Source: an optimization exercise on an open RTL-to-GDS flow (aim: small area, a short achievable clock period and few clock cycles). Production flows keep margins and buffers that such runs may drop. At most, simulation tests tie the RTL to the original design; equivalence was not proved.

==> module acc_ctrl, before the edit <==
module acc_ctrl (
  input  logic        ap_clk,
  input  logic        ap_rst_n,
  input  logic        ap_start,
  input  logic [31:0] cfg,
  input  logic        ifm_valid,
  input  logic        wgt_valid,
  input  logic        ofm_ready,
  output logic        ap_idle,
  output logic        ap_done,
  output logic        take,        
  output logic        take_a,      
  output logic        clr,         
  output logic        adv_out,     
  output logic        ofm_valid
);
  logic        busy;        
  logic        adv;         
  logic        in_act;      
  logic        done_q;
  logic        p_last;      
  logic        p_jlast;     
  logic        cs_fin;      
  logic        cs_last;     
  logic        out_q;       
  logic        o_last;      
  logic        fresh;       
  logic [15:0] ci_q;        
  logic [15:0] pc;          
  logic [15:0] wc;          
  logic [15:0] pc_cur;      
  logic [15:0] pc_dec;
  logic [15:0] wc_dec;
  logic        last_in;     
  logic start_acc;
  logic word_end;
  logic emit;
  logic cs_fin_nx;
  logic may_block;
  logic can_take;
  logic out_q_nx;
  assign start_acc = ap_start && !busy;
  assign emit      = out_q && ofm_ready;
  assign adv_out   = cs_fin && (!out_q || ofm_ready);
  assign cs_fin_nx = adv ? p_last : (adv_out ? 1'b0 : cs_fin);
  assign out_q_nx  = adv_out ? 1'b1 : (emit ? 1'b0 : out_q);
  assign may_block = (adv && p_last && (cs_fin || out_q)) || (cs_fin && out_q);
  assign can_take  = in_act && !may_block;
  assign take      = can_take && ifm_valid && wgt_valid;
  assign pc_cur    = fresh ? ci_q : pc;
  assign word_end  = (pc_cur == 16'd1);
  assign last_in   = (wc == 16'd1);
  always_comb begin
    logic bp;
    logic bw;
    bp = 1'b1;
    bw = 1'b1;
    for (int i = 0; i < 16; i++) begin
      pc_dec[i] = pc_cur[i] ^ bp;
      wc_dec[i] = wc[i] ^ bw;
      bp = bp & ~pc_cur[i];
      bw = bw & ~wc[i];
    end
  end
  always_ff @(posedge ap_clk) begin
    if (!ap_rst_n) begin
      busy    <= 1'b0;
      in_act  <= 1'b0;
      done_q  <= 1'b0;
      cs_fin  <= 1'b0;
      out_q   <= 1'b0;
      adv     <= 1'b0;
      clr     <= 1'b0;
      fresh   <= 1'b1;
    end else begin
      done_q <= 1'b0;
      if (start_acc) begin
        busy   <= 1'b1;
        in_act <= 1'b1;
        fresh  <= 1'b1;
      end
      if (take) begin
        fresh <= word_end;
        if (word_end && last_in) in_act <= 1'b0;
      end
      cs_fin <= cs_fin_nx;
      out_q  <= out_q_nx;
      adv    <= take;
      clr    <= take && fresh;
      if (emit && o_last) begin
        busy   <= 1'b0;
        done_q <= 1'b1;
      end
    end
  end
  always_ff @(posedge ap_clk) begin
    if (take) begin
      p_last  <= word_end;
      p_jlast <= last_in;
    end
    if (adv) begin
      cs_last <= p_jlast;
    end
    if (adv_out) begin
      o_last <= cs_last;
    end
  end
  always_ff @(posedge ap_clk) begin
    if (start_acc) begin
      ci_q <= cfg[31:16];
    end
    if (take) begin
      pc <= pc_dec;
    end
    if (start_acc) begin
      wc <= cfg[15:0];
    end else if (take && word_end) begin
      wc <= wc_dec;
    end
  end
  assign take_a    = can_take && ifm_valid;
  assign ap_idle   = !busy;
  assign ap_done   = done_q;
  assign ofm_valid = out_q;
endmodule
==> module mac_engine, before the edit <==
module mac_engine (
  input  logic          ap_clk,
  input  logic          take_a,      
  input  logic          wgt_valid,
  input  logic          clr,
  input  logic          adv_out,
  input  logic [63:0]   ifm_data,
  input  logic [63:0]   wgt_data,
  output logic [127:0]  ofm_data
);
  logic [63:0]      a_q;     
  logic [63:0]      b_q;
  logic [3:0][31:0] s_q;
  logic [3:0][31:0] c_q;
  logic [3:0][31:0] s_in;
  logic [3:0][31:0] c_in;
  logic [3:0][31:0] s_nx;
  logic [3:0][31:0] c_nx;
  logic [3:0][31:0] sum;
  logic [127:0]     o_q;     
  always_ff @(posedge ap_clk) begin
    for (int i = 0; i < 8; i++) begin
      a_q[i*8 +: 8] <= ifm_data[(7-i)*8 +: 8] & {8{take_a}};
      b_q[i*8 +: 8] <= wgt_data[(7-i)*8 +: 8] & {8{wgt_valid}};
    end
  end
  for (genvar l = 0; l < 4; l++) begin : g_lane
    assign s_in[l] = s_q[l] | {32{clr}};
    assign c_in[l] = c_q[l] | {32{clr}};
    mac_lane i_mac_lane (
      .a     (a_q[l*16 +: 16]),
      .b     (b_q[l*16 +: 16]),
      .s_in  (s_in[l]),
      .c_in  (c_in[l]),
      .s_out (s_nx[l]),
      .c_out (c_nx[l])
    );
    assign sum[l] = ~(s_q[l] + c_q[l] + 32'd1);
  end
  always_ff @(posedge ap_clk) begin
    s_q <= s_nx;
    c_q <= c_nx;
  end
  always_ff @(posedge ap_clk) begin
    if (adv_out) begin
      for (int l = 0; l < 4; l++) begin
        for (int i = 0; i < 4; i++) begin
          o_q[l*32 + i*8 +: 8] <= sum[l][(3-i)*8 +: 8];
        end
      end
    end
  end
  assign ofm_data = o_q;
endmodule
==> module krnl_acc, before the edit <==
module krnl_acc (
  input  logic               ap_clk,
  input  logic               ap_rst_n,
  input  logic               ap_start,
  input  logic [31:0]        cfg,
  output logic               ap_idle,
  output logic               ap_done,
  input  logic               ifm_valid,
  output logic               ifm_ready,
  input  logic [63:0]        ifm_data,
  input  logic               wgt_valid,
  output logic               wgt_ready,
  input  logic [63:0]        wgt_data,
  output logic               ofm_valid,
  input  logic               ofm_ready,
  output logic [127:0]       ofm_data
);
  logic take;
  logic take_a;
  logic clr;
  logic adv_out;
  acc_ctrl i_acc_ctrl (
    .ap_clk    (ap_clk),
    .ap_rst_n  (ap_rst_n),
    .ap_start  (ap_start),
    .cfg       (cfg),
    .ifm_valid (ifm_valid),
    .wgt_valid (wgt_valid),
    .ofm_ready (ofm_ready),
    .ap_idle   (ap_idle),
    .ap_done   (ap_done),
    .take      (take),
    .take_a    (take_a),
    .clr       (clr),
    .adv_out   (adv_out),
    .ofm_valid (ofm_valid)
  );
  mac_engine i_mac_engine (
    .ap_clk   (ap_clk),
    .take_a   (take_a),
    .wgt_valid(wgt_valid),
    .clr      (clr),
    .adv_out  (adv_out),
    .ifm_data (ifm_data),
    .wgt_data (wgt_data),
    .ofm_data (ofm_data)
  );
  assign ifm_ready = take;
  assign wgt_ready = take;
endmodule
==> flow/config.mk <==
export PLATFORM = sky130hd
export DESIGN_NAME = krnl_acc
export DESIGN_NICKNAME = krnl_acc
export VERILOG_FILES = /design/flow/design.v
export SDC_FILE = /design/flow/constraint.sdc
export NUM_CORES = 4
export LEC_CHECK = 0
export ABC_CLOCK_PERIOD_IN_PS = 4000
export CAP_MARGIN = 20
export CORE_MARGIN = 2
export CORE_UTILIZATION = 75
export SETUP_SLACK_MARGIN = 5.0
export SLEW_MARGIN = 20
export SYNTH_HIERARCHICAL = 1
==> flow/constraint.sdc <==
create_clock -name core_clock -period 9.0 [get_ports {ap_clk}]
set_input_delay 1.8000 -clock core_clock [delete_from_list [all_inputs] [get_ports {ap_clk}]]
set_output_delay 1.8000 -clock core_clock [all_outputs]
set_load 0.01 [all_outputs]
standard.sh (not shown) runs the stock make flow with config.mk's settings and CLKGATE_MAP_FILE= SYNTH_SCRIPT=/design/flow/synth_recipe.tcl, a recipe that flattens the netlist after the stock synthesis.
==> flow/flow/run.sh <==
#!/bin/bash
# The standard layout (standard.sh, standard synthesis unchanged), with
# the port buffers inserted as sky130_fd_sc_hd__buf_1, the smallest plain
# buffer, instead of the delay buffer buffer_ports picks by default. Every
# port still gets its buffer. The make output goes to standard.log; each
# tool's own log is under orfs/logs/.
set -euo pipefail
export BUFFER_PORTS_ARGS="-buffer_cell sky130_fd_sc_hd__buf_1"
bash standard.sh > standard.log 2>&1
==> next run, changes <==
--- a/flow/design.v
+++ b/flow/design.v
@@ -17,11 +17,10 @@
   input  logic        wgt_valid,
   input  logic        ofm_ready,
   output logic        ap_idle,
   output logic        ap_done,
   output logic        take,        
-  output logic        take_a,      
   output logic        clr,         
   output logic        adv_out,     
   output logic        ofm_valid
 );
   logic        busy;        
@@ -45,20 +44,18 @@
   logic start_acc;
   logic word_end;
   logic emit;
   logic cs_fin_nx;
   logic may_block;
-  logic can_take;
   logic out_q_nx;
   assign start_acc = ap_start && !busy;
   assign emit      = out_q && ofm_ready;
   assign adv_out   = cs_fin && (!out_q || ofm_ready);
   assign cs_fin_nx = adv ? p_last : (adv_out ? 1'b0 : cs_fin);
   assign out_q_nx  = adv_out ? 1'b1 : (emit ? 1'b0 : out_q);
   assign may_block = (adv && p_last && (cs_fin || out_q)) || (cs_fin && out_q);
-  assign can_take  = in_act && !may_block;
-  assign take      = can_take && ifm_valid && wgt_valid;
+  assign take      = in_act && ifm_valid && wgt_valid && !may_block;
   assign pc_cur    = fresh ? ci_q : pc;
   assign word_end  = (pc_cur == 16'd1);
   assign last_in   = (wc == 16'd1);
   always_comb begin
     logic bp;
@@ -126,11 +123,10 @@
       wc <= cfg[15:0];
     end else if (take && word_end) begin
       wc <= wc_dec;
     end
   end
-  assign take_a    = can_take && ifm_valid;
   assign ap_idle   = !busy;
   assign ap_done   = done_q;
   assign ofm_valid = out_q;
 endmodule
 `default_nettype wire
@@ -1061,12 +1057,11 @@
 `default_nettype wire
 `default_nettype none
 `timescale 1ns/1ns
 module mac_engine (
   input  logic          ap_clk,
-  input  logic          take_a,      
-  input  logic          wgt_valid,
+  input  logic          take,
   input  logic          clr,
   input  logic          adv_out,
   input  logic [63:0]   ifm_data,
   input  logic [63:0]   wgt_data,
   output logic [127:0]  ofm_data
@@ -1081,12 +1076,12 @@
   logic [3:0][31:0] c_nx;
   logic [3:0][31:0] sum;
   logic [127:0]     o_q;     
   always_ff @(posedge ap_clk) begin
     for (int i = 0; i < 8; i++) begin
-      a_q[i*8 +: 8] <= ifm_data[(7-i)*8 +: 8] & {8{take_a}};
-      b_q[i*8 +: 8] <= wgt_data[(7-i)*8 +: 8] & {8{wgt_valid}};
+      a_q[i*8 +: 8] <= ifm_data[(7-i)*8 +: 8] & {8{take}};
+      b_q[i*8 +: 8] <= wgt_data[(7-i)*8 +: 8];
     end
   end
   for (genvar l = 0; l < 4; l++) begin : g_lane
     assign s_in[l] = s_q[l] | {32{clr}};
     assign c_in[l] = c_q[l] | {32{clr}};
@@ -1134,11 +1129,10 @@
   output logic               ofm_valid,
   input  logic               ofm_ready,
   output logic [127:0]       ofm_data
 );
   logic take;
-  logic take_a;
   logic clr;
   logic adv_out;
   acc_ctrl i_acc_ctrl (
     .ap_clk    (ap_clk),
     .ap_rst_n  (ap_rst_n),
@@ -1148,19 +1142,17 @@
     .wgt_valid (wgt_valid),
     .ofm_ready (ofm_ready),
     .ap_idle   (ap_idle),
     .ap_done   (ap_done),
     .take      (take),
-    .take_a    (take_a),
     .clr       (clr),
     .adv_out   (adv_out),
     .ofm_valid (ofm_valid)
   );
   mac_engine i_mac_engine (
     .ap_clk   (ap_clk),
-    .take_a   (take_a),
-    .wgt_valid(wgt_valid),
+    .take     (take),
     .clr      (clr),
     .adv_out  (adv_out),
     .ifm_data (ifm_data),
     .wgt_data (wgt_data),
     .ofm_data (ofm_data)
Count of clock-buffer cells in the layout climbs by 4.
Global-route usage climbs by 0.16 points.
Worst setup slack loses 59 ps.
Worst hold slack is worse by 7.2 ps.
Utilization hardly moves.
Testbench counts after the change, summed over its fixed seeds: cycles 11,072.
For the first run of this note, only the layout was checked, not whether the RTL still works.

==> separate check: timing with driven ports <==
The flow's constraints put no driver on any port. The routed layouts listed below were extracted and timed again, unchanged, in two steps. Step 1 (the two cells are an assumption about what drives the block):
set clk [get_ports {ap_clk}]
set_driving_cell -lib_cell sky130_fd_sc_hd__clkbuf_16 $clk
set_driving_cell -lib_cell sky130_fd_sc_hd__buf_2 [delete_from_list [all_inputs] $clk]
Step 2 also shifts input and output timing later by t, the mid clock arrival at the registers, as if the neighbouring blocks saw the same clock. a / b / c = ideal / step 1 / step 2; a / b = the first two.
run | shift t [ns] | slack for setup (ns) | hold WS [ns] | latest minus earliest clock arrival (ns) | slew at the worst register clock pin (ns)
the first run | 0.672 | 4.815 / 4.759 / 4.742 | 0.425 / 0.425 / 0.425 | 0.020 / 0.020 | 0.07 / 0.07
the second run | 0.691 | 4.757 / 4.714 / 4.714 | 0.418 / 0.418 / 0.418 | 0.030 / 0.030 | 0.07 / 0.07
After both steps setup and hold are still met in every run listed. For the first run, which loses most, drivers alone change the setup slack by -0.056 ns; drivers and shift together by -0.073 ns.
